From an optimization exercise on the open Yosys and OpenROAD flow, aimed at small area, a short achievable clock period and few clock cycles per item; shortcuts taken in it are not production practice. At most, simulation tests tie the RTL to the original design; equivalence was not proved. The RTL of runs 3 to 5 was laid out without a check of its function. Power figures rest on the tool's default switching activity, not on a simulated workload.

## config.mk

```make
export PLATFORM = sky130hd
export DESIGN_NAME = fetch_top
export DESIGN_NICKNAME = fetch_top
export VERILOG_FILES = /design/flow/design.v
export SDC_FILE = /design/flow/constraint.sdc
export NUM_CORES = 4
export LEC_CHECK = 0
export ABC_AREA = 1
export ABC_CLOCK_PERIOD_IN_PS = 3000
export CAP_MARGIN = 20
export CORE_MARGIN = 8
export CORE_UTILIZATION = 40
export CTS_BUF_LIST = sky130_fd_sc_hd__clkbuf_4 sky130_fd_sc_hd__clkbuf_8
export CTS_CLUSTER_SIZE = 30
export SETUP_SLACK_MARGIN = 3.3
export SLEW_MARGIN = 20
export SYNTH_HIERARCHICAL = 1
export SYNTH_MINIMUM_KEEP_SIZE = 200
```

## constraint.sdc

```tcl
create_clock -name core_clock -period 6.0 [get_ports {clk_in}]
set_input_delay 1.2000 -clock core_clock [delete_from_list [all_inputs] [get_ports {clk_in}]]
set_output_delay 1.2000 -clock core_clock [all_outputs]
set_load 0.01 [all_outputs]
```

## design.v

```verilog
`timescale 1ns/100ps
`default_nettype none
module fetch_top (
    input  logic  clk_in,
    input  logic  br_reset,
    input  logic  stall,
    input  logic  redirect_valid,
    input  logic [31:0] redirect_pc,
    output logic  out_valid,
    output logic [31:0] out_ins,
    output logic [31:0] out_pc,
    output logic [31:0] out_pred_pc,
    input  logic  upd_valid,
    input  logic [31:0] upd_pc,
    input  logic  upd_taken,
    output logic  mem_req,
    output logic [31:0] mem_addr,
    input  logic  mem_ack,
    input  logic [31:0] mem_data
);
    localparam logic [6:0] OP_JAL    = 7'b1101111;
    localparam logic [6:0] OP_BRANCH = 7'b1100011;
    logic [1:0]  ctr_q [16];
    logic [31:2] addr_q;      
    logic [31:2] np_q;        
    logic        stale_q;     
    logic        discard;
    logic        deliver;
    assign mem_addr    = {addr_q, 2'b00};
    assign out_pc      = {addr_q, 2'b00};
    assign out_pred_pc = {np_q, 2'b00};
    assign discard = mem_req && mem_ack && (stale_q || redirect_valid);
    assign deliver = mem_req && mem_ack && !stale_q && !redirect_valid && !stall;
    logic        is_jal, is_br, taken;
    logic [18:0] t_lo;
    logic        t_c;
    logic [10:0] hi_inc, hi_dec;
    logic [29:0] seq_pc;
    assign is_jal = (mem_data[6:0] == OP_JAL);
    assign is_br  = (mem_data[6:0] == OP_BRANCH);
    assign taken  = is_jal || (is_br && ctr_q[addr_q[5:2]][1]);
    tgt_add tgt_add_i (.a(addr_q[20:2]), .ins(mem_data), .s(t_lo), .co(t_c));
    incdec #(.N(11)) hi_id (.x(addr_q[31:21]), .inc(hi_inc), .dec(hi_dec));
    logic [18:0] seq_lo;
    logic        seq_c;
    inc #(.N(19)) seq_i (.x(addr_q[20:2]), .y(seq_lo), .co(seq_c));
    assign seq_pc = {seq_c ? hi_inc : addr_q[31:21], seq_lo};
    logic [29:0] np_hold;     
    logic        take;        
    logic [10:0] hi_c1, hi_c0;
    logic [10:0] np_hi_c1, np_hi_c0;
    logic [29:0] np_d;
    always_comb begin
        if (br_reset) begin
            np_hold = '0;
        end else if (redirect_valid) begin
            np_hold = redirect_pc[31:2];
        end else if (deliver) begin
            np_hold = seq_pc;
        end else begin
            np_hold = np_q;
        end
    end
    assign take  = deliver && taken && !br_reset;
    assign hi_c1 = mem_data[31] ? addr_q[31:21] : hi_inc;
    assign hi_c0 = mem_data[31] ? hi_dec : addr_q[31:21];
    assign np_hi_c1 = take ? hi_c1 : np_hold[29:19];
    assign np_hi_c0 = take ? hi_c0 : np_hold[29:19];
    sel2 #(.N(19)) lo_sel (.s(take), .a(t_lo), .b(np_hold[18:0]), .y(np_d[18:0]));
    sel2 #(.N(11)) hi_sel (.s(t_c), .a(np_hi_c1), .b(np_hi_c0), .y(np_d[29:19]));
    always_ff @(posedge clk_in) begin
        if (br_reset) begin
            mem_req   <= 1'b0;
            out_valid <= 1'b0;
            stale_q   <= 1'b0;
        end else begin
            out_valid <= deliver;
            if (!mem_req) begin
                if (!redirect_valid) begin
                    mem_req <= 1'b1;
                    stale_q <= 1'b0;
                end
            end else begin
                if (redirect_valid) begin
                    stale_q <= 1'b1;
                end
                if (discard) begin
                    mem_req <= 1'b0;
                end
                if (deliver) begin
                    mem_req <= 1'b0;
                end
            end
        end
    end
    always_ff @(posedge clk_in) begin
        np_q <= np_d;
    end
    always_ff @(posedge clk_in) begin
        if (!mem_req && !redirect_valid) begin
            addr_q <= np_q;
        end
    end
    always_ff @(posedge clk_in) begin
        out_ins <= mem_data;
    end
    for (genvar i = 0; i < 16; i++) begin : ctr_
        logic [1:0] c;
        logic [1:0] c_next;
        assign c = ctr_q[i];
        assign c_next = upd_taken ? {c[1] | c[0], c[1] | !c[0]}
                                  : {c[1] & c[0], c[1] & !c[0]};
        always_ff @(posedge clk_in) begin
            if (br_reset) begin
                ctr_q[i] <= 2'b01;
            end else if (upd_valid && upd_pc[5:2] == i) begin
                ctr_q[i] <= c_next;
            end
        end
    end
endmodule
module tgt_add (
    input  logic [18:0] a,
    input  logic [31:0] ins,
    output logic [18:0] s,
    output logic        co
);
    logic [18:0] b;
    assign b[18]    = ins[31];
    assign b[17:13] = ins[2] ? ins[19:15] : {5{ins[31]}};
    assign b[12:10] = ins[3] ? ins[14:12] : {3{ins[31]}};
    assign b[9]     = ins[3] ? ins[20] : ins[7];
    assign b[8:3]   = ins[30:25];
    assign b[2:0]   = ins[2] ? ins[24:22] : ins[11:9];
    ks_add #(.N(19)) add_i (.a(a), .b(b), .s(s), .co(co));
endmodule
module ks_add #(
    parameter int N = 8
) (
    input  logic [N-1:0] a,
    input  logic [N-1:0] b,
    output logic [N-1:0] s,
    output logic         co
);
    localparam int L = (N > 16) ? 5 : (N > 8) ? 4 : (N > 4) ? 3 : (N > 2) ? 2 : 1;
    logic [N-1:0] g [L+1];
    logic [N-1:0] p [L+1];
    logic [N-1:0] x;
    assign x    = a ^ b;
    assign g[0] = a & b;
    assign p[0] = x;
    for (genvar l = 0; l < L; l++) begin : lvl
        for (genvar i = 0; i < N; i++) begin : bit_
            if (i >= (1 << l)) begin : comb
                assign g[l+1][i] = g[l][i] | (p[l][i] & g[l][i-(1<<l)]);
                assign p[l+1][i] = p[l][i] & p[l][i-(1<<l)];
            end else begin : pass
                assign g[l+1][i] = g[l][i];
                assign p[l+1][i] = p[l][i];
            end
        end
    end
    assign s  = x ^ {g[L][N-2:0], 1'b0};
    assign co = g[L][N-1];
endmodule
module incdec #(
    parameter int N = 8
) (
    input  logic [N-1:0] x,
    output logic [N-1:0] inc,
    output logic [N-1:0] dec
);
    assign inc = x + 1'b1;
    assign dec = x - 1'b1;
endmodule
module inc #(
    parameter int N = 8
) (
    input  logic [N-1:0] x,
    output logic [N-1:0] y,
    output logic         co
);
    assign {co, y} = {1'b0, x} + 1'b1;
endmodule
module sel2 #(
    parameter int N = 8
) (
    input  logic         s,
    input  logic [N-1:0] a,
    input  logic [N-1:0] b,
    output logic [N-1:0] y
);
    assign y = s ? a : b;
endmodule
`default_nettype wire
```

## flow/run.sh

```bash
#!/bin/bash
# The standard layout, with the ports buffered by the smallest buffer
# instead of the flow's default pick; repair still resizes them as needed.
set -euo pipefail
export BUFFER_PORTS_ARGS="-buffer_cell sky130_fd_sc_hd__buf_1"
export REMOVE_ABC_BUFFERS=1
bash standard.sh > standard.log 2>&1
```

## standard.sh

```bash
#!/bin/bash
# synth_recipe.tcl (not shown) runs the flow's synth.tcl, then flattens the netlist and writes it again
# the make line also repeats each setting of config.mk as NAME=value (left out here)
make -C /OpenROAD-flow-scripts/flow DESIGN_CONFIG=/design/flow/config.mk WORK_HOME=/design/flow/orfs CLKGATE_MAP_FILE= SYNTH_SCRIPT=/design/flow/synth_recipe.tcl "${@:-finish}"
```

==> flow_metrics.py, run 1 <==
metrics = {
    "layout": {
        "syn_to_final_growth_pct": 22.8,
        "stdcell_area_sq_um": 9800,
        "nets": 1443,
        "fin_cells": 1590,
        "fin_util": 0.502,
        "drive_above_1_share": 0.142,
        "antenna_cells": 0,
    },
    "logic_synthesis": {
        "synth_common_cells": "nand2_1, nand3_1, inv_1",
        "synth.distinct_cells": 44,
        "yosysMostFrequentCell": "nand2_1",
        "yosysTopAreaCell": "dfxtp_1",
        "synthTopCellsByArea": "dfxtp_1, edfxtp_1, nand2_1",
        "yosysTopAreaCellShare": 0.196,
        "yosys_warnings": 11,
        "netlist_area_sq_um": 7980,
        "synth_edf_count": 49,
        "synth_seq_cells": 127,
        "avgSynthCellArea_sq_um": 7.06,
        "async_flop_share": 0,
        "synthFlopType": "dfxtp_1",
        "seq_area_frac_synth": 0.380,
        "syn_inst": 1130,
    },
    "setup_path": {
        "crit_buf_inv": 5,
        "cp-end-kind": "register",
        "crit_fanout": 6,
        "required_ps": 6410,
        "crit_path_top_delay_cell": "ha_4",
        "crit_arrival_ps": 3270,
        "path_common_cell": "nand2_2",
        "slowest_delay_ps": 270,
        "cp-start-kind": "input port",
        "cp_top_family": "simple AND/OR/NAND/NOR gates",
        "crit_chain": "buf_12, inv_8, or2_4, o21ai_4, inv_2, ha_4, nand3_2, nand3_2, nand2_2, nand2_2, nand2_2, nand2_2, nand2_2, nand2_4, clkinvlp_4, buf_6, a21oi_2, nand2_1, nand2_1, nand3_1, nand2_1",
        "path_class": "in -> reg",
    },
    "placement": {
        "gp_routability_congestion": 0.930,
        "place_area_sq_um": 8650,
        "pre_cts_ws_ps": 1380,
        "hpwl_mm": 18.1,
        "numPortBuffers": 196,
        "placed_cells_incl_taps": 1527,
    },
    "timing": {
        "setup_violations": 0,
        "slew_headroom": 0.324,
        "rsz0062_at_grt": "true",
        "fin_setup_tns_ps": 0,
        "fmax_mhz": 349,
        "post-route-period-util": 0.477,
        "maxSlewViolCount": 0,
        "timing.hold.ws_ps": 452,
        "clock_skew_ps": 16.2,
        "fin_crit_ps": 2860,
        "tightestPinTransition_ps": 1010,
        "hold_violations": 0,
        "worst_slack_ps": 3140,
    },
    "routing": {
        "firstDrtPassIters": 5,
        "wirelength_mm": 25.7,
        "remaining_drc_errors": 0,
        "vias_per_cell": 5.08,
        "ant_nets": 0,
        "drt_iter0_drc": 589,
        "wl_per_cell_microns": 16.2,
        "vias": 8083,
    },
    "power_and_ir_drop": {
        "p_clk_frac": 0.330,
        "netSwitchingFraction": 0.346,
        "power_mw": 2.27,
        "p_leak_nw": 4.33,
        "max-vdd-ir-drop_v": 0.000143,
        "p_comb_frac": 0.229,
        "internal_power_mw": 1.49,
        "share_seq_of_total_power": 0.441,
        "power_density_nw_per_um2": 232,
        "switchingPower_uw": 788,
    },
    "global_routing": {
        "antenna_found_initial": 0,
        "grt_pass1_vias": 7824,
        "grt_pass1_wl_mm": 40.6,
        "track_usage": 0.208,
        "grt_max_degree": 57,
        "grt_overflow": 0,
    },
    "clock_tree": {
        "cts_buffer_depth": 2,
        "htree_levels": 4,
        "cts.clk_slew.worst_paths_ps": 80,
        "clock_latency_ps": 460,
        "cts_tree": "yes",
        "clock_sinks": 127,
        "root_buffer": "clkbuf_8",
        "numCtsBuffers": 17,
    },
    "floorplanning": {
        "start_util": 0.409,
        "io_pins": 233,
        "num_rows": 51,
        "core_sq_um": 19500,
        "dieArea_sq_um": 24700,
        "die_w_microns": 157,
        "die_y_microns": 157,
    },
    "job": {
        "maxCapViolCount": 0,
    },
    "run_status": {
        "status": "timing/DRC/antenna clean",
    },
    "hold_path": {
        "hp-class": "reg -> reg",
    },
}
-- cell type report --
type | instances | area (sq um)
Tap cell | 265 | 332
Clock buffer | 17 | 234
Fill cell | 1980 | 9730
Timing Repair Buffer | 232 | 1100
Multi-Input combinational cell | 830 | 4540
Inverter | 104 | 410
Sequential cell | 127 | 3030
Clock inverter | 15 | 151
-- what timing repair did --
| item | CTS | global route |
|---|---|---|
| hold buffers | 0 | 0 |
| cloned | 2 | 0 |
| gates resized for setup | 103 | 30 |
| pin swaps | 39 | 19 |
| setup buffers | 18 | 11 |
| setup endpoints to repair | 49 | 49 |
-- per-layer routing --
metal  vias up  wire [microns]  GRT usage
met3        25            1730     0.0406
li1       4069               -          -
met2       256           12000      0.346
met1      3733           11700      0.271
met4         0             257     0.0517
met5         -               0          0
-- sequential cells by signal, indices dropped and copies added, names as in the netlist --
| name | flops |
|---|---|
| mem_req | 1 |
| np_q | 30 |
| stale_q | 1 |
| addr_q | 30 |
| out_ins | 32 |
| out_valid | 1 |
| ctr_q | 32 |
-- path summary, 6_finish.rpt --
path	from	end	slack, ps	depth (start not counted)
worst max-delay path	mem_data[2]	np_q[29]$_DFF_P_	3140	21
worst min-delay path	np_q[9]$_DFFE_PP_	addr_q[9]$_DFFE_PP_	450	0
worst max register to register	addr_q[10]$_DFFE_PP_	np_q[29]$_DFF_P_	3420	17
worst min register to register	np_q[9]$_DFFE_PP_	addr_q[9]$_DFFE_PP_	450	0
-- placed cells by master (no fill, tap or decap), types with 8 or more instances in the layout --
cell type	n
a21oi_1	60
a21oi_2	15
a221oi_1	8
buf_1	192
buf_4	28
clkbuf_8	17
dfxtp_1	78
edfxtp_1	49
ha_1	16
ha_4	8
inv_1	90
inv_2	9
nand2_1	324
nand2_2	27
nand2_4	12
nand3_1	107
nand4_1	12
nor2_1	82
nor2_4	10
o211ai_1	10
o21ai_0	47
o21ai_1	8
xor2_1	13
-- cells by family after synthesis --
family / share of synthesized area
AO/OA/AOI/OAI: 0.124
adder cells (fa/ha/maj): 0.0448
AND/OR/NAND/NOR: 0.324
XOR/XNOR: 0.0198
other: 0.000470
flip-flops: 0.380
buffers and inverters: 0.108
-- modules after synthesis, one instance, submodules excluded --
| module | cell area, sq um | flops+latches | cells inside | times used |
|---|---|---|---|---|
| fetch_top | 6770 | 127 | 896 | 1 |
| tgt_add | 1220 | 0 | 234 | 1 |
-- power by group through the flow --
| stage | combinational (mW) | clock [mW] | sequential, mW |
|---|---|---|---|
| final | 0.521 | 0.751 | 1.00 |
| after global routing | 0.578 | 0.808 | 1.01 |
| after CTS | 0.490 | 0.766 | 1.00 |
| after detailed placement | 0.419 | 0 | 1.02 |
| after global placement | 0.416 | 0 | 1.02 |
| after floorplan | 0.242 | 0 | 1.03 |
Testbench counts, summed over its fixed seeds: cycles 51,127, items 14,446.
==> run 2, diff against run 1 <==
==> config.mk (replaced) <==
export PLATFORM = sky130hd
export DESIGN_NAME = fetch_top
export DESIGN_NICKNAME = fetch_top
export VERILOG_FILES = /design/flow/design.v
export SDC_FILE = /design/flow/constraint.sdc
export NUM_CORES = 4
export LEC_CHECK = 0
export ABC_CLOCK_PERIOD_IN_PS = 3000
export CAP_MARGIN = 5
export CORE_MARGIN = 8
export CORE_UTILIZATION = 40
export CTS_BUF_LIST = sky130_fd_sc_hd__clkbuf_4 sky130_fd_sc_hd__clkbuf_8
export CTS_CLUSTER_SIZE = 30
export SETUP_SLACK_MARGIN = 2.8
export SLEW_MARGIN = 5
export SYNTH_HIERARCHICAL = 1
export SYNTH_MINIMUM_KEEP_SIZE = 0
==> run 2 against run 1 <==
Still clean on timing, DRC and antenna. Final cell count decreased by 20%. Wire length decreased by 12%. Sequential share of layout area decreased by 0.49 points. Clock power increased by 4.5%. Synthesized cell count decreased by 26%. Power increased by 4.2%. Die area increased by 1.6%. Via count decreased by 17%. Utilization decreased by 3.8 points. Clock-buffer cell count increased by 4. Highest routed layer unchanged.
==> flow_metrics.py, run 2 <==
metrics = {
    "setup_path": {
        "cp-end-kind": "register",
        "crit_fanout": 11,
        "crit_arrival_ps": 3480,
        "path_class": "in -> reg",
        "cp-start-kind": "input port",
        "required_ps": 6340,
    },
    "routing": {
        "remaining_drc_errors": 0,
        "vias_per_cell": 5.28,
        "wirelength_mm": 22.5,
        "wl_per_cell_microns": 17.7,
        "firstDrtPassIters": 5,
        "ant_nets": 0,
        "vias": 6710,
        "drt_iter0_drc": 369,
    },
    "layout": {
        "top_regs": "ctr_q (32), out_ins (32)",
        "ff_latch_area_sq_um": 2840,
        "layout_commonest_cell": "buf_1",
        "layout_common_cells": "buf_1, dfxtp_1, mux2i_1",
        "nets": 1114,
        "fill_cells": 1971,
        "multi_input_area_sq_um": 4770,
        "antenna_cells": 0,
        "syn_to_final_growth_pct": 14.9,
        "drive_above_1_share": 0.134,
    },
    "placement": {
        "numPortBuffers": 196,
        "gp_routability_congestion": 0.855,
        "hpwl_mm": 15.9,
    },
    "logic_synthesis": {
        "synthTopCellsByArea": "dfxtp_1, edfxtp_1, mux2i_1",
        "synth_common_cells": "dfxtp_1, mux2i_1, nor2_1",
        "syn_inst": 835,
        "async_flop_share": 0,
        "yosysMostFrequentCell": "dfxtp_1",
        "synth_seq_cells": 127,
        "yosysTopAreaCellShare": 0.239,
        "seq_area_frac_synth": 0.350,
        "avgSynthCellArea_sq_um": 9.73,
        "yosys_warnings": 11,
        "synthFlopType": "dfxtp_1",
        "yosysTopAreaCell": "dfxtp_1",
        "synth_edf_count": 30,
        "netlist_area_sq_um": 8120,
        "synth.distinct_cells": 69,
    },
    "timing": {
        "setup_violations": 0,
        "post-route-period-util": 0.524,
        "fmax_mhz": 318,
        "fin_setup_tns_ps": 0,
        "fin_crit_ps": 3140,
        "tightestPinTransition_ps": 972,
        "maxSlewViolCount": 0,
        "slew_headroom": 0.350,
        "hold_violations": 0,
        "clock_skew_ps": 13.5,
        "rsz0062_at_grt": "true",
    },
    "floorplanning": {
        "num_rows": 52,
        "die_w_microns": 158,
        "die_y_microns": 158,
        "core_sq_um": 20100,
        "dieArea_sq_um": 25100,
        "start_util": 0.404,
        "io_pins": 233,
    },
    "hold_path": {
        "hp-class": "reg -> reg",
    },
    "clock_tree": {
        "root_buffer": "clkbuf_8",
        "cts_buffer_depth": 2,
        "numCtsBuffers": 17,
        "htree_levels": 4,
        "clock_latency_ps": 450,
        "ctsHoldBuffers": 0,
        "cts_tree": "yes",
        "cts.clk_slew.worst_paths_ps": 80,
        "clock_sinks": 127,
    },
    "run_status": {
        "status": "timing/DRC/antenna clean",
    },
    "power_and_ir_drop": {
        "max-vdd-ir-drop_v": 0.000105,
        "power_density_nw_per_um2": 254,
        "power_mw": 2.37,
        "p_leak_nw": 3.57,
    },
    "global_routing": {
        "track_usage": 0.173,
        "grt_pass1_wl_mm": 33.9,
        "grt_pass1_vias": 6300,
        "grt_overflow": 0,
        "grt_max_degree": 65,
        "antenna_found_initial": 0,
    },
    "job": {
        "maxCapViolCount": 0,
    },
}
run 2: critical path, cell delays in order:
cell and delay, ps:
buf_6 160, mux2_4 310, ha_1 380, nand3_1 120, o211ai_1 230, a21oi_2 110, o221ai_2 230, a41o_4 300
buf_12 140, mux2_4 300
run 2: logic make-up after synthesis:
| family | share of synthesized area |
|---|---|
| other | 0.000462 |
| XOR/XNOR | 0.0539 |
| multiplexers | 0.174 |
| buffers and inverters | 0.0818 |
| flip-flops | 0.350 |
| adder cells (fa/ha/maj) | 0.0379 |
| AO/OA/AOI/OAI | 0.154 |
| AND/OR/NAND/NOR | 0.148 |
run 2: per-module statistics from Yosys, one instance, submodules excluded, excerpt:
| module | area, sq um | flops+latches |
|---|---|---|
| tgt_add | 176 | 0 |
| fetch_top | 5780 | 127 |
run 2: layout make-up:
| type | instances | share of cell area |
|---|---|---|
| tap | 270 | 0.0362 |
| timing repair buffer | 214 | 0.0988 |
| multi-input combinational | 611 | 0.511 |
| clock buffer | 21 | 0.0283 |
| inverter | 16 | 0.00644 |
| sequential | 127 | 0.305 |
| clock inverter | 11 | 0.0150 |
run 2: path summary, 6_finish.rpt:
path / cells past startpoint / end / startpoint / slack (ps)
max reg2reg: 8 / np_q[21]$_DFF_P_ / addr_q[5]$_DFFE_PP_ / 3070
max: 10 / np_q[23]$_DFF_P_ / mem_data[2] / 2860
min: 0 / addr_q[4]$_DFFE_PP_ / np_q[4]$_DFF_P_ / 460
min reg2reg: 0 / addr_q[4]$_DFFE_PP_ / np_q[4]$_DFF_P_ / 460
run 2: what timing repair did:
action | CTS | global route
setup buffers | 2 | 8
cloned | 0 | 0
pin swaps | 1 | 4
setup endpoints to repair | 30 | 22
resized for setup | 14 | 20
run 2: routing by layer:
| metal | up-vias | GRT usage | part of all wire |
|---|---|---|---|
| met5 | - | 0 | 0 |
| met4 | 0 | 0.0620 | 0.014 |
| met3 | 18 | 0.0347 | 0.070 |
| met2 | 203 | 0.279 | 0.47 |
| met1 | 3157 | 0.225 | 0.45 |
| li1 | 3332 | - | - |
run 2: report_power, final:
part           internal, mW  leakage [nW]  switching [mW]  total, mW
Combinational         0.249          2.26           0.296      0.545
Sequential            0.950          1.10          0.0882       1.04
Clock                 0.427         0.208           0.358      0.785
run 2: per-stage QoR:
step / cells / setup slack (ps) / cell area [sq um] / hold WS (ps) / utilization
2_1_floorplan: 754 / 1470 / 7540 / 455 / -
3_3_place_gp: 1228 / 1480 / 8680 / 439 / 0.432
3_5_place_dp: 1228 / 1440 / 8680 / 445 / 0.432
4_1_cts: 1262 / 2690 / 9160 / 465 / 0.456
5_1_grt: 1270 / 2780 / 9330 / 469 / 0.464
6_report: 1270 / 2860 / 9330 / 463 / 0.464
==> run 3, diff against run 2 <==
--- a/design.v
+++ b/design.v
@@ -147,6 +147,6 @@
     logic [N-1:0] p [L+1];
     logic [N-1:0] x;
-    assign x    = a ^ b;
-    assign g[0] = a & b;
+    bit_xor #(.N(N)) x_i (.a(a), .b(b), .y(x));
+    bit_and #(.N(N)) g_i (.a(a), .b(b), .y(g[0]));
     assign p[0] = x;
     for (genvar l = 0; l < L; l++) begin : lvl
@@ -161,6 +161,24 @@
         end
     end
-    assign s  = x ^ {g[L][N-2:0], 1'b0};
+    bit_xor #(.N(N)) s_i (.a(x), .b({g[L][N-2:0], 1'b0}), .y(s));
     assign co = g[L][N-1];
+endmodule
+module bit_xor #(
+    parameter int N = 8
+) (
+    input  logic [N-1:0] a,
+    input  logic [N-1:0] b,
+    output logic [N-1:0] y
+);
+    assign y = a ^ b;
+endmodule
+module bit_and #(
+    parameter int N = 8
+) (
+    input  logic [N-1:0] a,
+    input  logic [N-1:0] b,
+    output logic [N-1:0] y
+);
+    assign y = a & b;
 endmodule
 module incdec #(
--- a/config.mk
+++ b/config.mk
@@ -7,5 +7,5 @@
 export LEC_CHECK = 0
 export ABC_CLOCK_PERIOD_IN_PS = 3000
-export CAP_MARGIN = 5
+export CAP_MARGIN = 20
 export CORE_MARGIN = 8
 export CORE_UTILIZATION = 40
@@ -13,5 +13,5 @@
 export CTS_CLUSTER_SIZE = 30
 export SETUP_SLACK_MARGIN = 2.8
-export SLEW_MARGIN = 5
+export SLEW_MARGIN = 20
 export SYNTH_HIERARCHICAL = 1
 export SYNTH_MINIMUM_KEEP_SIZE = 0
==> run 3 against run 2 <==
Synthesized area down 1.5%. Via count fell by 0.94%. Wire length fell by 1.0%. Register-to-register slack got worse by 70 ps. Clock skew is 2.7 ps higher. Sequential cell count did not move. Fmax down 0.91%. Setup slack got worse by 29 ps. Hold slack got worse by 5.9 ps.
==> flow_metrics.py, run 3 <==
metrics = {
    "clock_tree": {
        "numCtsBuffers": 17,
        "clock_latency_ps": 450,
        "clock_sinks": 127,
        "cts_tree": "yes",
        "ctsHoldBuffers": 0,
        "cts.clk_slew.worst_paths_ps": 80,
        "cts_buffer_depth": 2,
        "htree_levels": 4,
        "root_buffer": "clkbuf_8",
    },
    "routing": {
        "vias": 6647,
        "ant_nets": 0,
        "drt_iter0_drc": 364,
        "vias_per_cell": 5.29,
        "wl_per_cell_microns": 17.7,
        "firstDrtPassIters": 6,
        "remaining_drc_errors": 0,
        "wirelength_mm": 22.3,
    },
    "layout": {
        "layout_commonest_cell": "buf_1",
        "ff_latch_area_sq_um": 2840,
        "layout_common_cells": "buf_1, dfxtp_1, mux2i_1",
        "syn_to_final_growth_pct": 16.7,
        "antenna_cells": 0,
        "multi_input_area_sq_um": 4750,
        "fill_cells": 1942,
        "top_regs": "ctr_q (32), out_ins (32)",
        "drive_above_1_share": 0.135,
        "nets": 1085,
    },
    "floorplanning": {
        "core_sq_um": 19500,
        "dieArea_sq_um": 24800,
        "num_rows": 51,
        "io_pins": 233,
        "start_util": 0.410,
        "die_y_microns": 157,
        "die_w_microns": 157,
    },
    "setup_path": {
        "cp_top_family": "compound AO/OA/AOI/OAI gates",
        "crit_arrival_ps": 3510,
        "crit_buf_inv": 1,
        "rrSetupSlack_ps": 3000,
        "crit_chain": "buf_4, mux2_2, xor2_4, nand2_1, o21ai_1, o21ai_0, a31oi_2, a221o_1, xor2_1, mux2_2",
        "cp-start-kind": "input port",
        "path_common_cell": "mux2_2",
        "required_ps": 6340,
        "worstReg2RegEnd": "np_q[23]$_DFF_P_",
        "reg2reg_depth": 8,
        "slowest_delay_ps": 410,
        "path_class": "in -> reg",
        "crit_path_top_delay_cell": "mux2_2",
        "crit_fanout": 7,
        "cp-end-kind": "register",
        "r2r-start": "addr_q[11]$_DFFE_PP_",
    },
    "logic_synthesis": {
        "yosysTopAreaCellShare": 0.243,
        "async_flop_share": 0,
        "netlist_area_sq_um": 8000,
        "synth_seq_cells": 127,
        "synth.distinct_cells": 66,
        "yosys_warnings": 13,
        "synth_edf_count": 30,
        "yosysMostFrequentCell": "dfxtp_1",
        "synthTopCellsByArea": "dfxtp_1, edfxtp_1, mux2i_1",
        "yosysTopAreaCell": "dfxtp_1",
        "synth_common_cells": "dfxtp_1, mux2i_1, nor2_1",
        "syn_inst": 821,
        "seq_area_frac_synth": 0.355,
        "synthFlopType": "dfxtp_1",
        "avgSynthCellArea_sq_um": 9.74,
    },
    "power_and_ir_drop": {
        "max-vdd-ir-drop_v": 0.000117,
        "p_leak_nw": 3.67,
        "power_density_nw_per_um2": 259,
        "power_mw": 2.42,
    },
    "timing": {
        "timing.hold.ws_ps": 457,
        "maxSlewViolCount": 0,
        "fmax_mhz": 315,
        "clock_skew_ps": 16.2,
        "rsz0062_at_grt": "true",
        "fin_crit_ps": 3170,
        "slew_headroom": 0.272,
        "fin_setup_tns_ps": 0,
        "hold_violations": 0,
        "setup_violations": 0,
        "tightestPinTransition_ps": 1090,
        "post-route-period-util": 0.528,
    },
    "global_routing": {
        "grt_overflow": 0,
        "grt_max_degree": 65,
        "grt_pass1_wl_mm": 34.2,
        "grt_pass1_vias": 6453,
        "antenna_found_initial": 0,
        "track_usage": 0.174,
    },
    "placement": {
        "numPortBuffers": 196,
        "hpwl_mm": 15.4,
        "gp_routability_congestion": 0.771,
    },
    "run_status": {
        "status": "timing/DRC/antenna clean",
    },
    "hold_path": {
        "min_from": "np_q[24]$_DFF_P_",
        "min_path_cells": 0,
        "worstHoldEndpoint": "addr_q[24]$_DFFE_PP_",
        "hp-class": "reg -> reg",
    },
    "job": {
        "maxCapViolCount": 0,
    },
}
[run 3: changes by cell type after synthesis, moves of 4 or more]
| cell | before | now |
|---|---|---|
| xor2_1 | 17 | 49 |
| and2_1 | 1 | 20 |
| ha_1 | 23 | 4 |
| a21oi_1 | 60 | 48 |
| a21o_1 | 14 | 24 |
| xnor2_1 | 33 | 23 |
| nor2_1 | 70 | 64 |
| nand2_1 | 37 | 32 |
| a211oi_1 | 25 | 21 |
| inv_1 | 16 | 12 |
[run 3: cells by family (layout without fill, tap and decap cells)]
family,after synthesis,after routing,share of synthesized area
multiplexers,121,121,0.176
other,2,7,0.000939
AND/OR/NAND/NOR,220,220,0.156
AO/OA/AOI/OAI,183,183,0.154
flip-flops,127,127,0.355
XOR/XNOR,72,72,0.0788
buffers and inverters,92,257,0.0727
adder cells (fa/ha/maj),4,4,0.00626
[run 3: worst register-to-register path, stage by stage (launching register included)]
cell and delay (ps):
edfxtp_1 620, nand4_1 320, nor4_1 410, and4_2 590, mux2i_1 270, a31oi_1 100
a22oi_1 220, mux2i_1 110, mux2_4 270
[run 3: worst max-delay path by stage]
stage	from	endpoint	slack, ps	depth (start not counted)
floorplan	stall	np_q[21]$_DFF_P_	1470	6
global placement	mem_data[2]	np_q[29]$_DFF_P_	1660	10
detailed placement	mem_data[2]	np_q[17]$_DFF_P_	1660	10
CTS	mem_data[2]	np_q[17]$_DFF_P_	2750	10
global route	mem_data[3]	np_q[20]$_DFF_P_	2770	10
finish	mem_data[3]	np_q[20]$_DFF_P_	2830	10
[run 3: layout make-up]
class | count | area share
Inverter | 12 | 0.00482
Clock inverter | 13 | 0.0196
Multi-Input combinational cell | 607 | 0.509
Tap cell | 265 | 0.0355
Clock buffer | 19 | 0.0280
Sequential cell | 127 | 0.304
Timing Repair Buffer | 213 | 0.0988
[run 3: routing by layer]
| layer | GRT usage | vias to the layer above | part of all wire |
|---|---|---|---|
| li1 | - | 3256 | - |
| met3 | 0.0288 | 23 | 0.059 |
| met1 | 0.226 | 3161 | 0.47 |
| met5 | 0 | - | 0 |
| met4 | 0.0517 | 0 | 0.011 |
| met2 | 0.291 | 207 | 0.46 |
[run 3: Yosys stat by module, one instance, submodules excluded, excerpt]
module     cells inside  flops+latches  times used
tgt_add              13              0           1
fetch_top           556            127           1
[run 3: through the flow]
stage / util / worst slack, ps / std cells / area (sq um)
finish: 0.478 / 2830 / 1256 / 9340
global route: 0.478 / 2770 / 1256 / 9340
CTS: 0.468 / 2750 / 1247 / 9140
detailed placement: 0.441 / 1660 / 1214 / 8610
global placement: 0.441 / 1660 / 1214 / 8610
floorplan: - / 1470 / 746 / 7480
[run 3: what timing repair did]
action                                 in CTS  in global routing
buffers inserted                            0                  9
gates cloned                                1                  0
resized for setup                          22                 24
setup endpoints to repair                  30                 25
endpoints found under the hold margin       0                  0
pin swaps                                   2                  7
[run 3: power breakdown]
group          switching, mW  leakage, nW  internal (mW)  total (mW)
registers             0.0892         1.10          0.950        1.04
clock network          0.375        0.223          0.477       0.852
logic                  0.290         2.35          0.237       0.527
total                  0.754         3.67           1.66        2.42
==> run 4, diff against run 3 <==
--- a/config.mk
+++ b/config.mk
@@ -12,5 +12,5 @@
 export CTS_BUF_LIST = sky130_fd_sc_hd__clkbuf_4 sky130_fd_sc_hd__clkbuf_8
 export CTS_CLUSTER_SIZE = 30
-export SETUP_SLACK_MARGIN = 2.8
+export SETUP_SLACK_MARGIN = 3.0
 export SLEW_MARGIN = 20
 export SYNTH_HIERARCHICAL = 1
==> run 4 against run 3 <==
Power rose by 1.5%. Hold slack worse by 1.9 ps. Final cell count grew 1.8%. Clock skew is 0.67 ps higher. Combinational power grew 7.0%. Highest routed layer unchanged. Via count is 1.9% higher. Global-route usage up 0.58 points. Synthesized area is the same. Sequential cell count did not move. Register-to-register slack gained 100 ps. Utilization grew 1.7 points.
==> flow_metrics.py, run 4 <==
metrics = {
    "hold_path": {
        "hp-class": "reg -> reg",
        "min_from": "np_q[24]$_DFF_P_",
    },
    "logic_synthesis": {
        "synth_common_cells": "dfxtp_1, mux2i_1, nor2_1",
        "yosysTopAreaCellShare": 0.243,
        "synth_edf_count": 30,
        "netlist_area_sq_um": 8000,
        "synthTopCellsByArea": "dfxtp_1, edfxtp_1, mux2i_1",
        "synthFlopType": "dfxtp_1",
        "async_flop_share": 0,
        "yosys_warnings": 13,
        "yosysTopAreaCell": "dfxtp_1",
        "synth_seq_cells": 127,
        "synth.distinct_cells": 66,
        "seq_area_frac_synth": 0.355,
        "yosysMostFrequentCell": "dfxtp_1",
        "syn_inst": 821,
        "avgSynthCellArea_sq_um": 9.74,
    },
    "clock_tree": {
        "cts.clk_slew.worst_paths_ps": 80,
        "clock_latency_ps": 450,
        "cts_tree": "yes",
        "htree_levels": 4,
        "root_buffer": "clkbuf_8",
        "clock_sinks": 127,
        "numCtsBuffers": 17,
        "cts_buffer_depth": 2,
    },
    "timing": {
        "clock_skew_ps": 16.9,
        "fin_setup_tns_ps": 0,
        "slew_headroom": 0.276,
        "hold_violations": 0,
        "maxSlewViolCount": 0,
        "fmax_mhz": 325,
        "tightestPinTransition_ps": 1090,
        "setup_violations": 0,
        "rsz0062_at_grt": "true",
        "timing.hold.ws_ps": 455,
        "worst_slack_ps": 2930,
        "fin_crit_ps": 3070,
        "post-route-period-util": 0.512,
    },
    "floorplanning": {
        "die_w_microns": 157,
        "start_util": 0.410,
        "num_rows": 51,
        "core_sq_um": 19500,
        "io_pins": 233,
        "dieArea_sq_um": 24800,
        "die_y_microns": 157,
    },
    "power_and_ir_drop": {
        "power_mw": 2.45,
        "p_leak_nw": 3.83,
        "power_density_nw_per_um2": 254,
        "max-vdd-ir-drop_v": 0.000119,
    },
    "setup_path": {
        "path_class": "in -> reg",
        "crit_buf_inv": 2,
        "crit_path_top_delay_cell": "mux2_4",
        "crit_arrival_ps": 3410,
        "required_ps": 6340,
        "crit_chain": "buf_16, mux2_4, xor2_4, a21oi_4, o211ai_2, buf_4, nand4_1, a31oi_2, a221o_1, xor2_1, mux2_2",
        "startpoint": "mem_data[2]",
        "crit_fanout": 5,
        "slowest_delay_ps": 340,
        "cp-start-kind": "input port",
        "cp_top_family": "compound AO/OA/AOI/OAI gates",
        "r2r-start": "addr_q[11]$_DFFE_PP_",
        "cp-end-kind": "register",
    },
    "global_routing": {
        "antenna_found_initial": 0,
        "grt_overflow": 0,
        "grt_max_degree": 65,
        "track_usage": 0.180,
        "grt_pass1_vias": 6550,
        "grt_pass1_wl_mm": 35.1,
    },
    "layout": {
        "fill_cells": 1901,
        "drive_above_1_share": 0.162,
        "layout_commonest_cell": "buf_1",
        "syn_to_final_growth_pct": 20.9,
        "antenna_cells": 0,
        "nets": 1107,
        "stdcell_area_sq_um": 9670,
        "top_regs": "ctr_q (32), out_ins (32)",
        "fin_cells": 1278,
        "layout_common_cells": "buf_1, dfxtp_1, mux2i_1",
        "fin_util": 0.495,
    },
    "placement": {
        "numPortBuffers": 196,
        "place_area_sq_um": 8610,
        "hpwl_mm": 15.4,
        "pre_cts_ws_ps": 1660,
        "gp_routability_congestion": 0.771,
        "placed_cells_incl_taps": 1214,
    },
    "run_status": {
        "status": "timing/DRC/antenna clean",
    },
    "routing": {
        "remaining_drc_errors": 0,
        "vias": 6774,
        "wirelength_mm": 23.2,
        "wl_per_cell_microns": 18.2,
        "firstDrtPassIters": 5,
        "ant_nets": 0,
        "drt_iter0_drc": 426,
        "vias_per_cell": 5.30,
    },
    "job": {
        "maxCapViolCount": 0,
    },
}
run 4: cell counts after synthesis:
Identical to the previous run, type by type.
run 4: final cells by class:
| class | instances | area [sq um] | share of cell area |
|---|---|---|---|
| Multi-Input combinational cell | 607 | 4860 | 0.502 |
| Clock inverter | 13 | 183 | 0.0189 |
| Timing Repair Buffer | 235 | 1150 | 0.119 |
| Inverter | 12 | 45.0 | 0.00466 |
| Tap cell | 265 | 332 | 0.0343 |
| Sequential cell | 127 | 2840 | 0.294 |
| Clock buffer | 19 | 262 | 0.0270 |
run 4: path summary, 6_finish.rpt:
check / end / slack [ps] / cells after the start
setup / recovery: np_q[20]$_DFF_P_ / 2930 / 11
hold / removal: addr_q[24]$_DFFE_PP_ / 460 / 0
setup reg to reg: np_q[23]$_DFF_P_ / 3100 / 8
hold reg to reg: addr_q[24]$_DFFE_PP_ / 460 / 0
run 4: logic make-up (layout without fill, tap and decap cells):
| group | count (synthesis) | count (layout) | synth area share |
|---|---|---|---|
| AO/OA/AOI/OAI | 183 | 183 | 0.154 |
| AND/OR/NAND/NOR | 220 | 220 | 0.156 |
| multiplexers | 121 | 121 | 0.176 |
| other | 2 | 7 | 0.000939 |
| flip-flops | 127 | 127 | 0.355 |
| XOR/XNOR | 72 | 72 | 0.0788 |
| buffers and inverters | 92 | 279 | 0.0727 |
| adder cells (fa/ha/maj) | 4 | 4 | 0.00626 |
run 4: layer usage:
metal  GRT usage  wire length [microns]  part of all wire
met1       0.231                  10600              0.45
met2       0.302                  10900              0.47
met3      0.0269                   1420             0.061
met4      0.0607                    329             0.014
met5           0                      0                 0
run 4: power breakdown:
group          leakage (nW)  internal (mW)  switching, mW
combinational          2.51          0.260          0.304
sequential             1.10          0.950         0.0891
clock                 0.223          0.477          0.375
run 4: per-module statistics from Yosys, one instance, submodules excluded, excerpt:
module / cells inside / area [sq um]
fetch_top: 556 / 5780
tgt_add: 13 / 176
run 4: timing repair:
action	4_1_cts	5_1_grt
setup endpoints to repair	30	30
pin swaps	10	12
gates cloned	3	1
hold buffers	0	0
buffers inserted	8	20
resized for setup	47	25
==> run 5, diff against run 4 <==
--- a/config.mk
+++ b/config.mk
@@ -6,4 +6,5 @@
 export NUM_CORES = 4
 export LEC_CHECK = 0
+export ABC_AREA = 1
 export ABC_CLOCK_PERIOD_IN_PS = 3000
 export CAP_MARGIN = 20
@@ -12,5 +13,5 @@
 export CTS_BUF_LIST = sky130_fd_sc_hd__clkbuf_4 sky130_fd_sc_hd__clkbuf_8
 export CTS_CLUSTER_SIZE = 30
-export SETUP_SLACK_MARGIN = 3.0
+export SETUP_SLACK_MARGIN = 3.2
 export SLEW_MARGIN = 20
 export SYNTH_HIERARCHICAL = 1
==> run 5 against run 4 <==
Die area rose by 9.3%. Utilization fell by 3.3 points. Synthesized area rose by 10%. Critical endpoint is now np_q[25]$_DFF_P_. Register-to-register slack improved by 470 ps. Clock power fell by 8.1%. Synthesized cell count rose by 76%. Critical path depth rose by 3. Hold slack got worse by 6.6 ps.
==> flow_metrics.py, run 5 <==
metrics = {
    "floorplanning": {
        "die_w_microns": 165,
        "io_pins": 233,
        "start_util": 0.406,
        "dieArea_sq_um": 27100,
        "num_rows": 54,
        "core_sq_um": 21800,
        "die_y_microns": 165,
    },
    "logic_synthesis": {
        "synth_seq_cells": 127,
        "yosysMostFrequentCell": "nand2_1",
        "synth_edf_count": 30,
        "synth.distinct_cells": 37,
        "synth_common_cells": "nand2_1, inv_1, dfxtp_1",
        "syn_inst": 1448,
        "synthFlopType": "dfxtp_1",
        "yosys_warnings": 13,
        "avgSynthCellArea_sq_um": 6.10,
        "yosysTopAreaCell": "nand2_1",
        "yosysTopAreaCellShare": 0.228,
        "async_flop_share": 0,
        "netlist_area_sq_um": 8830,
        "synthTopCellsByArea": "nand2_1, dfxtp_1, edfxtp_1",
        "seq_area_frac_synth": 0.322,
    },
    "placement": {
        "placed_cells_incl_taps": 1857,
        "numPortBuffers": 196,
        "gp_routability_congestion": 0.865,
        "place_area_sq_um": 9470,
        "hpwl_mm": 19.1,
    },
    "power_and_ir_drop": {
        "p_leak_nw": 5.14,
        "power_density_nw_per_um2": 226,
        "max-vdd-ir-drop_v": 0.000123,
    },
    "layout": {
        "drive_above_1_share": 0.0782,
        "fin_util": 0.462,
        "stdcell_area_sq_um": 10100,
        "antenna_cells": 0,
        "fin_cells": 1904,
        "nets": 1718,
        "syn_to_final_growth_pct": 13.9,
        "layout_commonest_cell": "nand2_1",
        "layout_common_cells": "nand2_1, inv_1, buf_1",
        "top_regs": "ctr_q (32), out_ins (32)",
    },
    "clock_tree": {
        "root_buffer": "clkbuf_8",
        "htree_levels": 4,
        "cts.clk_slew.worst_paths_ps": 100,
        "numCtsBuffers": 17,
        "ctsHoldBuffers": 0,
        "cts_tree": "yes",
        "clock_latency_ps": 460,
        "clock_sinks": 127,
        "cts_buffer_depth": 2,
    },
    "setup_path": {
        "cp-end-kind": "register",
        "cp-start-kind": "input port",
        "startpoint": "mem_data[2]",
        "reg2reg_depth": 17,
        "crit_arrival_ps": 2950,
        "worstReg2RegEnd": "np_q[21]$_DFF_P_",
        "required_ps": 6350,
        "crit_end": "np_q[25]$_DFF_P_",
        "rrSetupSlack_ps": 3570,
        "path_class": "in -> reg",
        "crit_fanout": 12,
        "r2r-start": "addr_q[2]$_DFFE_PP_",
    },
    "timing": {
        "post-route-period-util": 0.433,
        "fmax_mhz": 385,
        "clock_skew_ps": 21.5,
        "tightestPinTransition_ps": 933,
        "hold_violations": 0,
        "setup_violations": 0,
        "maxSlewViolCount": 0,
        "fin_crit_ps": 2600,
        "rsz0062_at_grt": "false",
        "slew_headroom": 0.377,
        "fin_setup_tns_ps": 0,
        "timing.hold.ws_ps": 449,
    },
    "routing": {
        "wirelength_mm": 27.2,
        "vias": 9006,
        "vias_per_cell": 4.73,
        "ant_nets": 0,
        "remaining_drc_errors": 0,
        "drt_iter0_drc": 422,
        "firstDrtPassIters": 6,
        "wl_per_cell_microns": 14.3,
    },
    "global_routing": {
        "track_usage": 0.198,
        "antenna_found_initial": 1,
        "grt_pass1_vias": 8355,
        "grt_overflow": 0,
        "grt_max_degree": 62,
        "grt_pass1_wl_mm": 42.5,
    },
    "run_status": {
        "status": "timing/DRC/antenna clean",
    },
    "hold_path": {
        "min_path_cells": 0,
        "hp-class": "reg -> reg",
    },
    "job": {
        "maxCapViolCount": 0,
    },
}
==> run 5: changes by cell type in the layout (fill, tap and decap cells not counted), sizes merged, moves of 35 or more <==
cell | previous run | this run
nand3 | 15 | 100
nor2 | 64 | 108
xor2 | 49 | 14
o21ai | 22 | 84
nand2 | 32 | 561
mux2 | 42 | 0
inv | 16 | 233
mux2i | 76 | 0
==> run 5: worst min-delay path by stage <==
stage	start	endpoint	slack, ps
after detailed placement	np_q[21]$_DFF_P_	addr_q[21]$_DFFE_PP_	440
final	np_q[21]$_DFF_P_	addr_q[21]$_DFFE_PP_	450
after floorplan	stale_q$_SDFFE_PP0P_	stale_q$_SDFFE_PP0P_	460
after global placement	np_q[21]$_DFF_P_	addr_q[21]$_DFFE_PP_	440
after global routing	np_q[21]$_DFF_P_	addr_q[21]$_DFFE_PP_	470
after CTS	np_q[21]$_DFF_P_	addr_q[21]$_DFFE_PP_	450
==> run 5: cell families (layout without fill, tap and decap cells) <==
| group | count (synthesis) | in the layout | synth area share |
|---|---|---|---|
| AND/OR/NAND/NOR | 801 | 801 | 0.378 |
| flip-flops | 127 | 127 | 0.322 |
| other | 2 | 8 | 0.000851 |
| AO/OA/AOI/OAI | 180 | 180 | 0.112 |
| XOR/XNOR | 21 | 21 | 0.0208 |
| buffers and inverters | 313 | 483 | 0.160 |
| adder cells (fa/ha/maj) | 4 | 4 | 0.00567 |
==> run 5: report_power, final <==
group / total (mW) / leakage, nW / internal (mW) / switching [mW]
registers: 0.993 / 1.10 / 0.933 / 0.0598
clock network: 0.782 / 0.198 / 0.375 / 0.407
logic: 0.501 / 3.85 / 0.167 / 0.334
total: 2.28 / 5.14 / 1.47 / 0.801
==> run 5: cell type report <==
type,instances,area [sq um]
fill,2367,11700
multi-input combinational,1014,4650
sequential,127,2840
timing repair buffer,218,923
inverter,232,885
tap,280,350
clock buffer,17,234
clock inverter,15,163
timing repair inverter,1,7.51
==> run 5: modules after synthesis (local to each module, per instance), excerpt <==
module     cells inside  area (sq um)  flops+latches  times used
fetch_top           747          5750            127           1
tgt_add              33           149              0           1
==> run 5: stage by stage <==
stage	power (mW)	setup slack, ps
after floorplan	1.32	2050
after global placement	1.49	1620
after detailed placement	1.50	1630
after CTS	2.29	3250
after global routing	2.41	3210
final	2.28	3400
==> run 5: per-layer routing <==
metal,track usage,routed length [microns]
met4,0.0708,586
met3,0.0371,1340
met5,0,11
met1,0.238,12000
met2,0.347,13200
==> run 5: critical path, cell delays in order <==
cell and delay, ps:
buf_4 190, inv_6 110, nand2_4 70, nand2_1 130
inv_1 50, nand2_1 50, nand2_1 130, a21oi_1 220
nand2_1 100, a21oi_1 250, nand3_4 140, buf_4 200
nand2_1 60, nand2_1 50
==> run 5: repair_timing <==
action | 4_1_cts | 5_1_grt
pin swaps | 1 | 0
setup buffers | 9 | 5
gates cloned | 1 | 0
resized for setup | 14 | 11
setup endpoints to repair | 60 | 30
==> run 6, diff against run 5 <==
--- a/design.v
+++ b/design.v
@@ -147,6 +147,6 @@
     logic [N-1:0] p [L+1];
     logic [N-1:0] x;
-    bit_xor #(.N(N)) x_i (.a(a), .b(b), .y(x));
-    bit_and #(.N(N)) g_i (.a(a), .b(b), .y(g[0]));
+    assign x    = a ^ b;
+    assign g[0] = a & b;
     assign p[0] = x;
     for (genvar l = 0; l < L; l++) begin : lvl
@@ -161,24 +161,6 @@
         end
     end
-    bit_xor #(.N(N)) s_i (.a(x), .b({g[L][N-2:0], 1'b0}), .y(s));
+    assign s  = x ^ {g[L][N-2:0], 1'b0};
     assign co = g[L][N-1];
-endmodule
-module bit_xor #(
-    parameter int N = 8
-) (
-    input  logic [N-1:0] a,
-    input  logic [N-1:0] b,
-    output logic [N-1:0] y
-);
-    assign y = a ^ b;
-endmodule
-module bit_and #(
-    parameter int N = 8
-) (
-    input  logic [N-1:0] a,
-    input  logic [N-1:0] b,
-    output logic [N-1:0] y
-);
-    assign y = a & b;
 endmodule
 module incdec #(
==> flow/run.sh (replaced) <==
#!/bin/bash
# The standard layout (standard.sh), with two changes to how it is made:
# the ports are buffered by the smallest buffer instead of the flow's default
# pick (repair still resizes them as needed), and the buffers that synthesis
# inserted are removed at floorplan so that repair places its own.
set -euo pipefail
export BUFFER_PORTS_ARGS="-buffer_cell sky130_fd_sc_hd__buf_1"
export REMOVE_ABC_BUFFERS=1
bash standard.sh > standard.log 2>&1
--- a/config.mk
+++ b/config.mk
@@ -13,5 +13,5 @@
 export CTS_BUF_LIST = sky130_fd_sc_hd__clkbuf_4 sky130_fd_sc_hd__clkbuf_8
 export CTS_CLUSTER_SIZE = 30
-export SETUP_SLACK_MARGIN = 3.2
+export SETUP_SLACK_MARGIN = 3.3
 export SLEW_MARGIN = 20
 export SYNTH_HIERARCHICAL = 1
==> run 6 against run 5 <==
Clock skew decreased by 4.7 ps. Clock power decreased by 1%. Setup slack worse by 16 ps. Utilization rose by 0.77 points. Global-route usage is 0.067 points lower. First-iteration DRC count up 7.6%. Hold slack gained 11 ps. Sequential cell count unchanged. Fmax down 0.60%. Synthesized area shrank 5.1%. Die area decreased by 4.6%. Power increased by 1.4%.
==> flow_metrics.py, run 6 <==
metrics = {
    "setup_path": {
        "cp-start-kind": "input port",
        "required_ps": 6340,
        "crit_chain": "clkbuf_16, nand2_4, nand2_1, ha_4, nand4_1, nor3_1, nand2_1, nand2_2, nand2_4, nand2_8, clkinv_8, nand2_1, nand2_1",
        "crit_path_top_delay_cell": "ha_4",
        "path_class": "in -> reg",
        "slowest_delay_ps": 320,
        "crit_arrival_ps": 2950,
        "path_common_cell": "nand2_1",
        "cp_top_family": "simple AND/OR/NAND/NOR gates",
        "crit_buf_inv": 2,
        "cp-end-kind": "register",
        "crit_fanout": 48,
    },
    "logic_synthesis": {
        "syn_inst": 1260,
        "synth.distinct_cells": 38,
        "synth_common_cells": "nand2_1, inv_1, nand3_1",
        "synthFlopType": "dfxtp_1",
        "yosysTopAreaCellShare": 0.232,
        "seq_area_frac_synth": 0.339,
        "yosysMostFrequentCell": "nand2_1",
        "synth_edf_count": 30,
        "avgSynthCellArea_sq_um": 6.65,
        "synthTopCellsByArea": "dfxtp_1, nand2_1, edfxtp_1",
        "synth_seq_cells": 127,
        "netlist_area_sq_um": 8370,
        "async_flop_share": 0,
        "yosys_warnings": 11,
        "yosysTopAreaCell": "dfxtp_1",
    },
    "floorplanning": {
        "io_pins": 233,
        "start_util": 0.403,
        "dieArea_sq_um": 25800,
        "die_y_microns": 161,
        "die_w_microns": 161,
        "num_rows": 53,
        "core_sq_um": 20800,
    },
    "layout": {
        "multi_input_area_sq_um": 4690,
        "ff_latch_area_sq_um": 2840,
        "fin_cells": 1708,
        "nets": 1547,
        "fin_util": 0.470,
        "drive_above_1_share": 0.101,
        "layout_commonest_cell": "nand2_1",
        "syn_to_final_growth_pct": 16.4,
        "layout_common_cells": "nand2_1, buf_1, inv_1",
        "top_regs": "ctr_q (32), out_ins (32)",
        "stdcell_area_sq_um": 9750,
        "fill_cells": 2136,
        "antenna_cells": 0,
    },
    "power_and_ir_drop": {
        "max-vdd-ir-drop_v": 0.000124,
        "power_density_nw_per_um2": 237,
        "p_comb_frac": 0.233,
        "internal_power_mw": 1.48,
        "netSwitchingFraction": 0.360,
        "power_mw": 2.31,
        "switchingPower_uw": 831,
        "p_clk_frac": 0.335,
        "share_seq_of_total_power": 0.433,
        "p_leak_nw": 4.55,
    },
    "placement": {
        "place_area_sq_um": 8970,
        "numPortBuffers": 196,
        "gp_routability_congestion": 0.867,
        "placed_cells_incl_taps": 1659,
        "pre_cts_ws_ps": 1700,
        "hpwl_mm": 18.1,
    },
    "timing": {
        "tightestPinTransition_ps": 893,
        "timing.hold.ws_ps": 460,
        "maxSlewViolCount": 0,
        "fin_setup_tns_ps": 0,
        "fmax_mhz": 383,
        "hold_violations": 0,
        "post-route-period-util": 0.436,
        "slew_headroom": 0.404,
        "setup_violations": 0,
        "worst_slack_ps": 3390,
        "fin_crit_ps": 2610,
        "clock_skew_ps": 16.8,
        "rsz0062_at_grt": "false",
    },
    "global_routing": {
        "grt_max_degree": 62,
        "grt_pass1_wl_mm": 41.2,
        "grt_pass1_vias": 8227,
        "antenna_found_initial": 0,
        "grt_overflow": 0,
        "track_usage": 0.197,
    },
    "clock_tree": {
        "clock_latency_ps": 450,
        "root_buffer": "clkbuf_8",
        "numCtsBuffers": 17,
        "cts_tree": "yes",
        "cts.clk_slew.worst_paths_ps": 80,
        "clock_sinks": 127,
        "ctsHoldBuffers": 0,
        "cts_buffer_depth": 2,
        "htree_levels": 4,
    },
    "routing": {
        "firstDrtPassIters": 8,
        "drt_iter0_drc": 454,
        "ant_nets": 0,
        "wirelength_mm": 25.9,
        "vias": 8340,
        "vias_per_cell": 4.88,
        "wl_per_cell_microns": 15.2,
        "remaining_drc_errors": 0,
    },
    "hold_path": {
        "hp-class": "reg -> reg",
    },
    "run_status": {
        "status": "timing/DRC/antenna clean",
    },
    "job": {
        "maxCapViolCount": 0,
    },
}
[run 6: cell families after synthesis]
logic type / share of synthesized area
AND/OR/NAND/NOR: 0.343
flip-flops: 0.339
adder cells (fa/ha/maj): 0.0368
XOR/XNOR: 0.0314
other: 0.000448
buffers and inverters: 0.128
AO/OA/AOI/OAI: 0.121
[run 6: final timing paths]
| check | start | to | slack, ps | cells after the start |
|---|---|---|---|---|
| max | mem_data[31] | np_q[27]$_DFF_P_ | 3390 | 13 |
| min | np_q[9]$_DFF_P_ | addr_q[9]$_DFFE_PP_ | 460 | 0 |
| max reg2reg | addr_q[2]$_DFFE_PP_ | np_q[24]$_DFF_P_ | 3560 | 18 |
| min reg2reg | np_q[9]$_DFF_P_ | addr_q[9]$_DFFE_PP_ | 460 | 0 |
[run 6: power groups by stage]
stage / logic [mW] / registers [mW] / clock network [mW]
after floorplan: 0.298 / 1.03 / 0
after global placement: 0.486 / 1.02 / 0
after detailed placement: 0.488 / 1.02 / 0
after CTS: 0.518 / 0.997 / 0.792
after global routing: 0.607 / 1.01 / 0.827
final: 0.536 / 0.999 / 0.772
[run 6: Yosys stat by module (local to each module, per instance), a selection]
module	cells inside	times used	area [sq um]
fetch_top	747	1	5750
tgt_add	33	1	149
[run 6: cell type report]
cell class                 count  share of cell area
multi-input combinational    918               0.481
timing repair inverter         3             0.00244
timing repair buffer         214              0.0930
sequential                   127               0.292
clock inverter                15              0.0166
tap                          275              0.0353
inverter                     139              0.0566
clock buffer                  17              0.0240
[run 6: worst register-to-register path, delay by kind of cell (launching register included)]
kind,cells,cell delay [ps]
AO/OA/AOI/OAI,2,250
buffers and inverters,6,830
flip-flops,1,420
AND/OR/NAND/NOR,10,850
[run 6: metal layers]
metal / GRT usage / part of all wire
met1: 0.239 / 0.46
met2: 0.333 / 0.46
met3: 0.0550 / 0.061
met4: 0.0627 / 0.018
met5: 0 / 0
[run 6: what timing repair did]
action,4_1_cts,5_1_grt
resized for setup,32,25
setup buffers,11,2
hold endpoints to repair,0,0
gates cloned,3,1
pin swaps,1,4
setup endpoints to repair,62,60
Testbench counts of run 6, summed over its fixed seeds: cycles 51,127, items 14,446.
==> run 7, diff against run 6 <==
--- a/design.v
+++ b/design.v
@@ -97,8 +97,8 @@
         np_q <= np_d;
     end
+    logic [29:0] addr_d;
+    sel2 #(.N(30)) addr_sel (.s(mem_req || redirect_valid), .a(addr_q), .b(np_q), .y(addr_d));
     always_ff @(posedge clk_in) begin
-        if (!mem_req && !redirect_valid) begin
-            addr_q <= np_q;
-        end
+        addr_q <= addr_d;
     end
     always_ff @(posedge clk_in) begin
--- a/config.mk
+++ b/config.mk
@@ -13,5 +13,5 @@
 export CTS_BUF_LIST = sky130_fd_sc_hd__clkbuf_4 sky130_fd_sc_hd__clkbuf_8
 export CTS_CLUSTER_SIZE = 30
-export SETUP_SLACK_MARGIN = 3.3
+export SETUP_SLACK_MARGIN = 3.4
 export SLEW_MARGIN = 20
 export SYNTH_HIERARCHICAL = 1
==> run 7 against run 6 <==
Synthesized area is 1.2% higher. Via count up 8.4%. Sequential share of layout area decreased by 3.5 points. Power grew 7.7%. Die area increased by 1.1%. Non-clock buffer count up 7. Critical path depth is 1 higher. First-iteration DRC count is 44% higher. Final area is 2.1% higher.
==> flow_metrics.py, run 7 <==
metrics = {
    "logic_synthesis": {
        "synthTopCellsByArea": "dfxtp_1, nand2_1, nand3_1",
        "synth_top_family_by_area": "simple AND/OR/NAND/NOR gates",
        "yosys_warnings": 11,
        "yosysTopAreaCellShare": 0.300,
        "synth.distinct_cells": 38,
        "yosys.area_share.simple": 0.383,
        "synth_edf_count": 0,
        "synth_seq_cells": 127,
        "synth-xor-area-share": 0.0310,
        "synthFlopType": "dfxtp_1",
        "seq_area_frac_synth": 0.300,
        "yosysMostFrequentCell": "nand2_1",
        "synth_common_cells": "nand2_1, dfxtp_1, inv_1",
        "async_flop_share": 0,
        "muxShareOfSynthArea": 0,
        "syn_inst": 1359,
        "netlist_area_sq_um": 8480,
        "synth_compound_area_frac": 0.119,
        "synthAdderAreaFrac": 0.0363,
        "yosysTopAreaCell": "dfxtp_1",
        "avgSynthCellArea_sq_um": 6.24,
    },
    "routing": {
        "wirelength_mm": 27.8,
        "wl_per_cell_microns": 15.4,
        "drt_iter0_drc": 656,
        "ant_nets": 0,
        "vias_per_cell": 5.01,
        "firstDrtPassIters": 6,
        "remaining_drc_errors": 0,
        "vias": 9038,
    },
    "floorplanning": {
        "start_util": 0.406,
        "core_sq_um": 20900,
        "num_rows": 53,
        "dieArea_sq_um": 26100,
        "io_pins": 233,
        "die_w_microns": 162,
        "die_y_microns": 162,
    },
    "setup_path": {
        "cp-end-kind": "register",
        "crit_fanout": 24,
        "crit_chain": "clkbuf_16, nand2_4, nand2_2, ha_4, buf_4, a21oi_2, o21ai_0, nor2_2, nand2_2, nand2_4, buf_12, nand2_4, nand2_1, nand2_1",
        "cp-start-kind": "input port",
        "crit_arrival_ps": 2890,
        "crit_path_top_delay_cell": "ha_4",
        "path_class": "in -> reg",
        "cp_top_family": "simple AND/OR/NAND/NOR gates",
        "crit_buf_inv": 3,
        "path_common_cell": "nand2_4",
        "slowest_delay_ps": 270,
        "required_ps": 6370,
    },
    "global_routing": {
        "grt_max_degree": 62,
        "grt_overflow": 0,
        "grt_pass1_vias": 8236,
        "track_usage": 0.204,
        "grt_pass1_wl_mm": 42.9,
        "antenna_found_initial": 0,
    },
    "timing": {
        "clock_skew_ps": 11.0,
        "fin_crit_ps": 2520,
        "fin_setup_tns_ps": 0,
        "fmax_mhz": 397,
        "post-route-period-util": 0.420,
        "rsz0062_at_grt": "true",
        "timing.hold.ws_ps": 460,
        "slew_headroom": 0.397,
        "maxSlewViolCount": 0,
        "hold_violations": 0,
        "tightestPinTransition_ps": 903,
        "setup_violations": 0,
        "worst_slack_ps": 3480,
    },
    "clock_tree": {
        "root_buffer": "clkbuf_8",
        "clock_sinks": 127,
        "htree_levels": 4,
        "ctsHoldBuffers": 0,
        "numCtsBuffers": 17,
        "cts_buffer_depth": 2,
        "clock_latency_ps": 470,
        "cts.clk_slew.worst_paths_ps": 80,
        "cts_tree": "yes",
    },
    "job": {
        "maxCapViolCount": 0,
    },
    "power_and_ir_drop": {
        "p_clk_frac": 0.291,
        "p_comb_frac": 0.297,
        "power_mw": 2.48,
        "internal_power_mw": 1.52,
        "share_seq_of_total_power": 0.411,
        "max-vdd-ir-drop_v": 0.000137,
        "switchingPower_uw": 969,
        "netSwitchingFraction": 0.390,
        "power_density_nw_per_um2": 250,
        "p_leak_nw": 4.75,
    },
    "run_status": {
        "status": "timing/DRC/antenna clean",
    },
    "layout": {
        "nets": 1646,
        "antenna_cells": 0,
        "layout_commonest_cell": "nand2_1",
        "drive_above_1_share": 0.115,
        "fin_util": 0.477,
        "top_regs": "ctr_q (32), out_ins (32)",
        "stdcell_area_sq_um": 9960,
        "layout_common_cells": "nand2_1, buf_1, inv_1",
        "fill_cells": 2209,
        "fin_cells": 1805,
        "syn_to_final_growth_pct": 17.5,
    },
    "placement": {
        "pre_cts_ws_ps": 1770,
        "gp_routability_congestion": 0.891,
        "place_area_sq_um": 9050,
        "hpwl_mm": 18.8,
        "numPortBuffers": 196,
        "placed_cells_incl_taps": 1754,
    },
    "hold_path": {
        "hp-class": "reg -> reg",
    },
}
run 7: cell types whose count changed after synthesis, sizes merged:
cell    before  now
a21oi       65   63
nor3        22   23
buf         55   64
inv        137  138
nand3      104  105
nand2      427  519
edfxtp      30    0
dfxtp       97  127
clkbuf      27   24
run 7: cell families after synthesis:
group                    Yosys count
AND/OR/NAND/NOR                  766
buffers and inverters            228
AO/OA/AOI/OAI                    183
flip-flops                       127
XOR/XNOR                          30
adder cells (fa/ha/maj)           24
other                              1
run 7: cell type report:
type                    instances  area [sq um]  area share
inverters                     140           566      0.0568
multi-input cells            1010          5090       0.512
flip-flops and latches        127          2560       0.257
repair inverters                2          16.3     0.00163
well taps                     275           344      0.0346
clock buffers                  18           241      0.0242
repair buffers                221          1020       0.103
clock inverters                12           115      0.0116
run 7: worst register-to-register path: cells and delay by family, from the launching register on:
| kind | cells | cell delay [ps] |
|---|---|---|
| DFF | 1 | 540 |
| and+or+nand+nor | 11 | 1140 |
| AOI/OAI and AO/OA | 2 | 160 |
| buffers and inverters | 2 | 340 |
run 7: path summary, 6_finish.rpt:
kind	start	end	slack [ps]	cells after the start
hold reg to reg	np_q[2]$_DFF_P_	addr_q[2]$_DFF_P_	460	2
hold / removal	np_q[2]$_DFF_P_	addr_q[2]$_DFF_P_	460	2
setup reg to reg	addr_q[16]$_DFF_P_	np_q[31]$_DFF_P_	3760	15
setup / recovery	mem_data[31]	np_q[30]$_DFF_P_	3480	14
run 7: repair_timing:
item | CTS | global route
pin swaps | 3 | 14
gates cloned | 3 | 3
gates resized for setup | 49 | 43
setup endpoints to repair | 64 | 56
setup buffers | 3 | 12
run 7: layer usage:
| metal | vias up | wire, microns | GRT usage |
|---|---|---|---|
| met5 | - | 0 | 0 |
| met2 | 272 | 13100 | 0.350 |
| met3 | 22 | 1860 | 0.0471 |
| met4 | 0 | 262 | 0.0391 |
| li1 | 4603 | - | - |
| met1 | 4141 | 12600 | 0.258 |
run 7: power by group through the flow:
stage / registers [mW] / clock network (mW) / logic, mW
floorplan: 1.05 / 0 / 0.422
CTS: 1.02 / 0.742 / 0.709
finish: 1.02 / 0.724 / 0.739
global placement: 1.03 / 0 / 0.666
detailed placement: 1.03 / 0 / 0.672
global route: 1.04 / 0.775 / 0.831
run 7: per-module statistics from Yosys (local to each module, per instance), a selection:
| module | flip-flops and latches | cell area (sq um) | copies in the design | cells inside |
|---|---|---|---|---|
| fetch_top | 127 | 5480 | 1 | 749 |
| tgt_add | 0 | 149 | 1 | 33 |
Testbench counts of run 7, summed over its fixed seeds: cycles 51,127, items 14,446.

[static timing again, ports no longer ideal]
In the flow no input, the clock included, has a driving cell. The finished layouts below were timed again as built, in two steps. Step 1 assumes that a clkbuf_16 drives the clock port and a buf_2 every other input. Step 2 moves the port delays by t, midway between the first and last clock arrival at a register: inputs arrive t later, outputs are due t later. That takes back most of the time a late clock gives input paths. Slacks: ideal / step 1 / step 2; pairs: ideal / step 1.
run | shift t [ns] | setup WS [ns] | worst setup path after step 2 | worst register clock-pin slew, ns | cell pins on the clock port's net
run 1 | 0.494 | 3.139 / 3.111 / 2.617 | input to register | 0.09 / 0.09 | 1
run 2 | 0.481 | 2.859 / 2.851 / 2.370 | input to register | 0.08 / 0.08 | 1
run 3 | 0.474 | 2.830 / 2.825 / 2.352 | input to register | 0.09 / 0.09 | 1
run 4 | 0.476 | 2.925 / 2.786 / 2.311 | input to register | 0.09 / 0.09 | 1
run 5 | 0.492 | 3.402 / 3.412 / 2.920 | input to register | 0.10 / 0.10 | 1
run 6 | 0.487 | 3.386 / 3.385 / 2.898 | input to register | 0.10 / 0.10 | 1
run 7 | 0.503 | 3.478 / 3.383 / 2.880 | input to register | 0.09 / 0.09 | 1
After both steps setup and hold are still met in every run listed. For run 4, which loses most, drivers alone change the setup slack by -0.139 ns; drivers and shift together by -0.614 ns.
